This design comes from an exercise in tuning for small area, a short achievable clock period and few clock cycles per item on the open sky130 flow, not from production work.
The RTL was checked by simulation tests, not by an equivalence proof against the original design.
Power and IR drop assume default switching activity.

File: flow/run.sh
#!/bin/bash
# synth_recipe.tcl (not shown) runs the flow's synth.tcl, then flattens the netlist and writes it again
# the make line also repeats each setting of config.mk as NAME=value (left out here)
make -C /OpenROAD-flow-scripts/flow DESIGN_CONFIG=/design/flow/config.mk WORK_HOME=/design/flow/orfs CLKGATE_MAP_FILE= SYNTH_SCRIPT=/design/flow/synth_recipe.tcl finish
File: flow/config.mk
export PLATFORM = sky130hd
export DESIGN_NAME = nonpreemptive_priority_scheduler_unit
export DESIGN_NICKNAME = nonpreemptive_priority_scheduler_unit
export VERILOG_FILES = /design/flow/design.v
export SDC_FILE = /design/flow/constraint.sdc
export NUM_CORES = 4
export LEC_CHECK = 0
export CAP_MARGIN = 20
export CORE_MARGIN = 2
export CORE_UTILIZATION = 40
export PLACE_DENSITY = 0.6
export SLEW_MARGIN = 20
File: flow/constraint.sdc
create_clock -name core_clock -period 5.0 [get_ports {clk}]
set_input_delay 1.0000 -clock core_clock [delete_from_list [all_inputs] [get_ports {clk}]]
set_output_delay 1.0000 -clock core_clock [all_outputs]
set_load 0.01 [all_outputs]
File: flow/design.v
package nps_pkg;
  localparam int unsigned DefQueueDepth = 16;
  localparam int unsigned IdW    = 16;
  localparam int unsigned BurstW = 16;
  localparam int unsigned PrioW  = 8;
  localparam int unsigned KindW  = 2;
  localparam int unsigned TimeW  = 20;
  localparam int unsigned SumW   = 24;
  localparam int unsigned DoneW  = 5;
  localparam logic [31:0] TimeMax = 32'h000F_FFFF;
  localparam logic [31:0] SumMax  = 32'h00FF_FFFF;
  localparam logic [31:0] DoneMax = 32'd31;
  localparam logic OP_ADD   = 1'b0;
  localparam logic OP_START = 1'b1;
  typedef enum logic [KindW-1:0] {
    KIND_EXEC    = 2'd0,
    KIND_ADDED   = 2'd1,
    KIND_DROPPED = 2'd2,
    KIND_EMPTY   = 2'd3
  } kind_t;
  typedef struct packed {
    logic [IdW-1:0]    id;
    logic [BurstW-1:0] burst;
    logic [PrioW-1:0]  prio;
  } job_t;
  typedef enum logic [2:0] {
    S_IDLE,
    S_ADD_RD,
    S_ADD_CMP,
    S_ADD_WR,
    S_ONE,
    S_DRN_RD,
    S_DRN_CALC,
    S_DRN_EMIT
  } state_t;
endpackage
import nps_pkg::*;
module nonpreemptive_priority_scheduler_unit #(
  parameter int unsigned QueueDepth = DefQueueDepth
) (
  input  logic              clk,
  input  logic              rst,
  input  logic              jobs_valid,
  output logic              jobs_ready,
  input  logic              jobs_op,
  input  logic [IdW-1:0]    jobs_job_id,
  input  logic [BurstW-1:0] jobs_burst_ms,
  input  logic [PrioW-1:0]  jobs_prio_level,
  output logic              results_valid,
  input  logic              results_ready,
  output logic [KindW-1:0]  results_kind,
  output logic [IdW-1:0]    results_out_id,
  output logic [BurstW-1:0] results_out_burst,
  output logic [PrioW-1:0]  results_out_prio,
  output logic [TimeW-1:0]  results_turnaround,
  output logic [TimeW-1:0]  results_waiting,
  output logic [SumW-1:0]   results_sum_turnaround,
  output logic [SumW-1:0]   results_sum_waiting,
  output logic [DoneW-1:0]  results_jobs_done,
  output logic              results_last
);
  localparam int unsigned AddrW = $clog2(QueueDepth);
  localparam int unsigned CntW  = $clog2(QueueDepth + 1);
  localparam int unsigned TatW  = BurstW + CntW;    
  localparam int unsigned AccW  = TatW + CntW;      
  logic [IdW+BurstW+PrioW-1:0] mem [0:QueueDepth-1];
  nps_pkg::job_t rd_data;
  nps_pkg::state_t            state;
  nps_pkg::state_t            state_next;
  logic [CntW-1:0]   occ;
  logic [AddrW-1:0]  pos;
  logic [AddrW-1:0]  idx;
  nps_pkg::job_t              nj;          
  nps_pkg::kind_t             res_kind;    
  nps_pkg::job_t              cur;         
  logic [TatW-1:0]   tat;
  logic [TatW-1:0]   tat_prev;
  logic [AccW-1:0]   stat;
  logic [AccW-1:0]   swt;
  logic              o_valid;
  nps_pkg::kind_t             o_kind;
  nps_pkg::job_t              o_job;
  logic [TimeW-1:0]  o_tat;
  logic [TimeW-1:0]  o_wait;
  logic [SumW-1:0]   o_stat;
  logic [SumW-1:0]   o_swt;
  logic [DoneW-1:0]  o_done;
  logic              o_last;
  logic              in_ready;
  logic              in_xfer;
  logic [AddrW-1:0]  raddr;
  logic              we;
  logic [AddrW-1:0]  waddr;
  nps_pkg::job_t              wdata;
  logic              emit;
  logic              load;
  logic              shift_down;
  logic              drn_last;
  logic [AccW-1:0]   stat_sum;
  logic [AccW-1:0]   swt_sum;
  logic [31:0]       tat_s;
  logic [31:0]       wait_s;
  logic [31:0]       stat_s;
  logic [31:0]       swt_s;
  logic [31:0]       done_s;
  nps_pkg::kind_t             r_kind;
  nps_pkg::job_t              r_job;
  logic [TimeW-1:0]  r_tat;
  logic [TimeW-1:0]  r_wait;
  logic [SumW-1:0]   r_stat;
  logic [SumW-1:0]   r_swt;
  logic [DoneW-1:0]  r_done;
  logic              r_last;
  assign in_xfer    = jobs_valid && in_ready;
  assign shift_down = rd_data.prio < nj.prio;
  assign drn_last   = (CntW'(idx) + CntW'(1)) == occ;
  assign stat_sum   = stat + AccW'(tat);
  assign swt_sum    = swt + AccW'(tat_prev);
  always_comb begin
    state_next = state;
    case (state)
      S_IDLE: begin
        if (in_xfer) begin
          if (jobs_op == OP_ADD) begin
            if (occ >= CntW'(QueueDepth)) begin
              state_next = S_ONE;
            end else if (occ == '0) begin
              state_next = S_ADD_WR;
            end else begin
              state_next = S_ADD_RD;
            end
          end else begin
            state_next = (occ == '0) ? S_ONE : S_DRN_RD;
          end
        end
      end
      S_ADD_RD:   state_next = S_ADD_CMP;
      S_ADD_CMP: begin
        if (shift_down && pos != AddrW'(1)) begin
          state_next = S_ADD_RD;
        end else begin
          state_next = S_ADD_WR;
        end
      end
      S_ADD_WR:   state_next = S_ONE;
      S_ONE: begin
        if (load) begin
          state_next = S_IDLE;
        end
      end
      S_DRN_RD:   state_next = S_DRN_CALC;
      S_DRN_CALC: state_next = S_DRN_EMIT;
      S_DRN_EMIT: begin
        if (load) begin
          state_next = drn_last ? S_IDLE : S_DRN_RD;
        end
      end
      default:    state_next = S_IDLE;
    endcase
  end
  always_comb begin
    in_ready = 1'b0;
    raddr    = idx;
    we       = 1'b0;
    waddr    = pos;
    wdata    = nj;
    emit     = 1'b0;
    tat_s    = (32'(tat) > TimeMax) ? TimeMax : 32'(tat);
    wait_s   = (32'(tat_prev) > TimeMax) ? TimeMax : 32'(tat_prev);
    stat_s   = (32'(stat_sum) > SumMax) ? SumMax : 32'(stat_sum);
    swt_s    = (32'(swt_sum) > SumMax) ? SumMax : 32'(swt_sum);
    done_s   = ((32'(idx) + 32'd1) > DoneMax) ? DoneMax : (32'(idx) + 32'd1);
    r_kind   = res_kind;
    r_job    = (res_kind == KIND_EMPTY) ? '0 : nj;
    r_tat    = '0;
    r_wait   = '0;
    r_stat   = '0;
    r_swt    = '0;
    r_done   = '0;
    r_last   = 1'b1;
    case (state)
      S_IDLE:   in_ready = 1'b1;
      S_ADD_RD: raddr = pos - AddrW'(1);
      S_ADD_CMP: begin
        if (shift_down) begin
          we    = 1'b1;
          wdata = rd_data;
        end
      end
      S_ADD_WR: we = 1'b1;
      S_ONE:    emit = 1'b1;
      S_DRN_EMIT: begin
        emit   = 1'b1;
        r_kind = KIND_EXEC;
        r_job  = cur;
        r_tat  = tat_s[TimeW-1:0];
        r_wait = wait_s[TimeW-1:0];
        r_stat = stat_s[SumW-1:0];
        r_swt  = swt_s[SumW-1:0];
        r_done = done_s[DoneW-1:0];
        r_last = drn_last;
      end
      default: begin
      end
    endcase
    load = emit && (!o_valid || results_ready);
  end
  always_ff @(posedge clk) begin
    if (we) begin
      mem[waddr] <= wdata;
    end
    rd_data <= mem[raddr];
  end
  always_ff @(posedge clk) begin
    if (rst) begin
      state   <= S_IDLE;
      occ     <= '0;
      o_valid <= 1'b0;
    end else begin
      state <= state_next;
      if (state == S_ADD_WR) begin
        occ <= occ + CntW'(1);
      end else if (state == S_DRN_EMIT && load && drn_last) begin
        occ <= '0;
      end
      if (load) begin
        o_valid <= 1'b1;
      end else if (results_ready) begin
        o_valid <= 1'b0;
      end
    end
  end
  always_ff @(posedge clk) begin
    if (in_xfer) begin
      nj.id    <= jobs_job_id;
      nj.burst <= jobs_burst_ms;
      nj.prio  <= jobs_prio_level;
      pos      <= occ[AddrW-1:0];
      idx      <= '0;
      tat      <= '0;
      tat_prev <= '0;
      stat     <= '0;
      swt      <= '0;
      if (jobs_op == OP_ADD) begin
        res_kind <= (occ >= CntW'(QueueDepth)) ? KIND_DROPPED : KIND_ADDED;
      end else begin
        res_kind <= KIND_EMPTY;
      end
    end
    if (state == S_ADD_CMP && shift_down) begin
      pos <= pos - AddrW'(1);
    end
    if (state == S_DRN_CALC) begin
      cur      <= rd_data;
      tat_prev <= tat;
      tat      <= tat + TatW'(rd_data.burst);
    end
    if (state == S_DRN_EMIT && load) begin
      stat <= stat_sum;
      swt  <= swt_sum;
      idx  <= idx + AddrW'(1);
    end
    if (load) begin
      o_kind <= r_kind;
      o_job  <= r_job;
      o_tat  <= r_tat;
      o_wait <= r_wait;
      o_stat <= r_stat;
      o_swt  <= r_swt;
      o_done <= r_done;
      o_last <= r_last;
    end
  end
  assign jobs_ready             = in_ready;
  assign results_valid          = o_valid;
  assign results_kind           = o_kind;
  assign results_out_id         = o_job.id;
  assign results_out_burst      = o_job.burst;
  assign results_out_prio       = o_job.prio;
  assign results_turnaround     = o_tat;
  assign results_waiting        = o_wait;
  assign results_sum_turnaround = o_stat;
  assign results_sum_waiting    = o_swt;
  assign results_jobs_done      = o_done;
  assign results_last           = o_last;
endmodule
==> summary.txt <==
layout by cell type (no fill, tap or decap), types with 17 or more instances in the layout:
| master | synthesis | final |
|---|---|---|
| mux2i_1 | 44 | 44 |
| dfxtp_1 | 49 | 49 |
| clkdlybuf4s50_1 | 0 | 182 |
| buf_12 | 0 | 18 |
| buf_4 | 15 | 36 |
| a21oi_1 | 90 | 90 |
| o21ai_2 | 21 | 20 |
| and3_1 | 44 | 34 |
| a21o_1 | 24 | 24 |
| nand3_1 | 58 | 57 |
| clkbuf_1 | 57 | 25 |
| clkbuf_16 | 0 | 103 |
| mux2_2 | 17 | 17 |
| a211oi_1 | 55 | 55 |
| nand2_1 | 142 | 139 |
| mux4_2 | 160 | 160 |
| clkinv_2 | 0 | 20 |
| xnor2_1 | 36 | 36 |
| xor2_1 | 33 | 33 |
| nor2_1 | 193 | 193 |
| nor2b_1 | 46 | 45 |
| o21ai_0 | 54 | 53 |
| mux2_1 | 26 | 26 |
| edfxtp_1 | 960 | 960 |
| ha_1 | 72 | 72 |
| inv_1 | 29 | 27 |
path summary, 6_finish.rpt:
kind	from	end	slack, ns	cells after the start
min	rd_data[26]	cur[26]	0.42	0
max	nj[1]	mem[10][20]	1.32	10
min reg2reg	rd_data[26]	cur[26]	0.42	0
max reg2reg	nj[1]	mem[10][20]	1.32	10
kinds of logic (layout without fill, tap and decap cells):
logic type	count (synthesis)	count (layout)	share of synthesized area [%]
mux	247	247	11.0
flops	1009	1009	72.2
compound gates	315	315	5.16
fa+ha+maj	75	75	2.33
other cells	0	2	0
simple gates	550	550	6.18
buf+inv	144	459	1.68
xor+xnor	69	69	1.46
power groups by stage:
stage | registers (W) | logic, W | clock network (W)
after floorplan | 0.0121 | 0.00619 | 0
after global placement | 0.0123 | 0.00898 | 0
after detailed placement | 0.0123 | 0.00913 | 0
after CTS | 0.0121 | 0.00918 | 0.00792
after global routing | 0.0122 | 0.00992 | 0.00824
final | 0.0121 | 0.00907 | 0.00776
layout make-up:
| cell class | instances | area (um2) | share of cell area [%] |
|---|---|---|---|
| diodes | 2 | 5.00 | 0.0103 |
| clock buffers | 132 | 2730 | 5.63 |
| clock inverters | 61 | 728 | 1.50 |
| inverters | 29 | 109 | 0.225 |
| multi-input cells | 1256 | 10900 | 22.4 |
| flip-flops and latches | 1009 | 29800 | 61.6 |
| well taps | 1368 | 1710 | 3.54 |
| repair buffers | 237 | 2460 | 5.09 |
routing by layer:
layer / routed length (um) / GRT usage [%]
met5: 0 / 0
met4: 1940 / 4.75
met3: 4750 / 2.60
met2: 45800 / 29.2
met1: 41500 / 24.7
metrics by stage:
stage / total power, W / utilization, %
detailed placement: 0.0214 / 44.1
finish: 0.0290 / 47.5
global placement: 0.0212 / 44.0
CTS: 0.0292 / 47.4
floorplan: 0.0182 / -
global route: 0.0304 / 47.4
state kept, by name, summed over array words and instances (netlist names), 5 cells and up:
name	cells
mem	640
cur	40
nj	40
o_job	40
rd_data	40
stat	26
swt	26
o_stat	24
o_swt	24
tat	21
tat_prev	21
o_tat	20
o_wait	20
o_done	5
occ	5
critical path: cells and delay by family, from the launching register on:
| family | cells | cell delay, ns |
|---|---|---|
| and+or+nand+nor | 1 | 0.86 |
| buffers and inverters | 2 | 0.36 |
| adders and majority gates | 1 | 0.22 |
| DFF | 1 | 0.40 |
| AOI/OAI and AO/OA | 6 | 1.51 |
==> summary.md <==
| Metric | Value |
|---|---|
| ANT nets after route | `0` |
| Min-delay worst type | `register to register` |
| Drt wl/cell | `about 23 um` |
| Dpl hpwl | `between 60,000 and 70,000 um` |
| Final Setup Violations | `0` |
| Logic gate share of total power | `a little under a third` |
| DR iter-0 viols | `around 1.9k` |
| CP max-delay cell | `and4b_2` |
| Commonest cells post-synth | `960 x edfxtp_1, 193 x nor2_1, 160 x mux4_2` |
| Dpl ws | `approximately 1.3 ns` |
| Power Density | `roughly 600 nW/um2` |
| Routability cong. | `around 0.91` |
| Die H | `about 330 um` |
| CTS tree | `yes` |
| Vias in the first global route | `about 23k` |
| Design area | `48,400 um2` |
| Count leader, synth | `edfxtp_1` |
| Max_slew headroom | `27.7%` |
| Global route total overflow | `0` |
| CP Class | `register to register` |
| CP Launch Type | `register` |
| Yosys top cell area share | `69.8%` |
| RSZ-0062 raised after global routing | `no` |
| #FFs+latches synth | `approximately 1.0k` |
| IO Port Bufs | `182` |
| Hold Fails Final Rpt | `0` |
| Ys async rst share | `0%` |
| First-pass GRT wire length | `about 140,000 um` |
| Pin count of the biggest net entering global routing | `~120` |
| Sw frac | `~33%` |
| Maxcap violations | `0` |
| Vias | `around 22k` |
| Vias per cell | `about 5.4` |
| Syn nets | `between 2k and 3k` |
| Yosys cell types | `75` |
| Cts hold-fix bufs | `0` |
| CP most frequent cell | `a21o_1` |
| Clock skew | `between 0.04 and 0.05 ns` |
| Post-CTS Resized | `0` |
| Layout area overhead | `17.3%` |
| CTS sink count | `approximately 1.0k` |
| Initial antenna violation count | `1` |
| Area leader, netlist | `edfxtp_1` |
| Initial Util | `40.5%` |
| Critical-path cell list | `inv_1 > ha_1 > a21o_1 > a21o_1 > a21o_1 > a211o_1 > a211oi_1 > a311o_1 > and4b_2 > buf_12` |
| Reg clk slew, reported paths | `roughly 0.070 ns` |
| Skew-Pair Late Insertion Delay | `~0.70 ns` |
| Clock Power Share | `between 20% and 30%` |
| Leak | `16.4 nW` |
| Slew Limit Fails | `0` |
| Hold slack | `approximately 0.42 ns` |
| P_sw | `approximately 0.0094 W` |
| Clock H-tree levels | `3` |
| Data required, critical path | `between 5 and 6 ns` |
| Top fanout value on the critical path | `22` |
| Die area | `106,000 um2` |
| Syn Area/Cell | `17.1 um2` |
| Sequential fraction of the synthesis area | `roughly 72%` |
| Number of enable flip-flop cells after synthesis | `960` |
| Max Fclk | `around 270 MHz` |
| DRT Pass-1 Iters | `5` |
| Final nets | `2,756` |
| Internal power | `between 0.015 and 0.02 W` |
| Crit-path max cell delay | `around 0.86 ns` |
| Layout cells sized above 1 | `approximately 17%` |
| Largest cells by area after synthesis | `edfxtp_1 70%, mux4_2 8.7%, dfxtp_1 2.4%, ha_1 2.2%, nor2_1 1.8%` |
| Post-CTS setup buffers | `0` |
| Root Buffer | `clkbuf_16` |
| TritonCTS Buffers | `103` |
| Gate count of the mapped netlist | `2,409` |
| Period utilisation layout | `approximately three quarters` |
| Status | `timing/DRC/antenna clean` |
| Rows | `117` |
| Final instance count without filler cells | `4,094` |
| Most used DFF post-synth | `edfxtp_1` |
| Die width | `325 um` |
| Slew @ Worst Pin | `1.08 ns` |
| CTS max path bufs | `3` |
| Final setup margin | `between 1 and 1.5 ns` |
| Inst Count DP | `3,899` |
| Final wirelength | `~94,000 um` |
| Maximum vdd ir drop | `between 0.0003 and 0.0004 V` |
| Flop pwr share | `a little over two fifths` |
| Total global-route track usage | `17.7%` |
| Setup TNS | `0 ns` |
| WP data arrival | `4.05 ns` |
| Worst Setup End Kind | `register` |
| Warnings from Yosys | `1` |
| Total core area | `102,000 um2` |
| Area of the mapped netlist | `slightly above 40,000 um2` |
| Residual DRC count | `0` |
| Ports | `~180` |
| Fill cells | `~8.5k` |
| Final Critical Period | `3.68 ns` |
| Area of placed instances | `between 40,000 and 50,000 um2` |
Testbench counts, summed over its fixed seeds: cycles 87,633, items 8,000.

==> separate check: timing with driven ports <==
The results above use ideal ports. As a check the final layout listed here was re-extracted and re-timed, cells and wires unchanged. Step 1, drivers: a clkbuf_16 drives clk and a buf_2 each remaining input, both assumed. Step 2, shift: input delay + t, output delay - t, t = (earliest + latest rising clock arrival at the registers) / 2. This alone moves slack from input paths to output paths. Slacks: ideal / step 1 / step 2; pairs: ideal / step 1.
t (ns): 0.747
setup slack, ns: 1.321 / 1.321 / 1.321
latest minus earliest clock arrival (ns): 0.052 / 0.052
After both steps this run still meets setup and hold. The setup slack of this run moves by 0.000 ns with the drivers and by 0.000 ns with both steps.
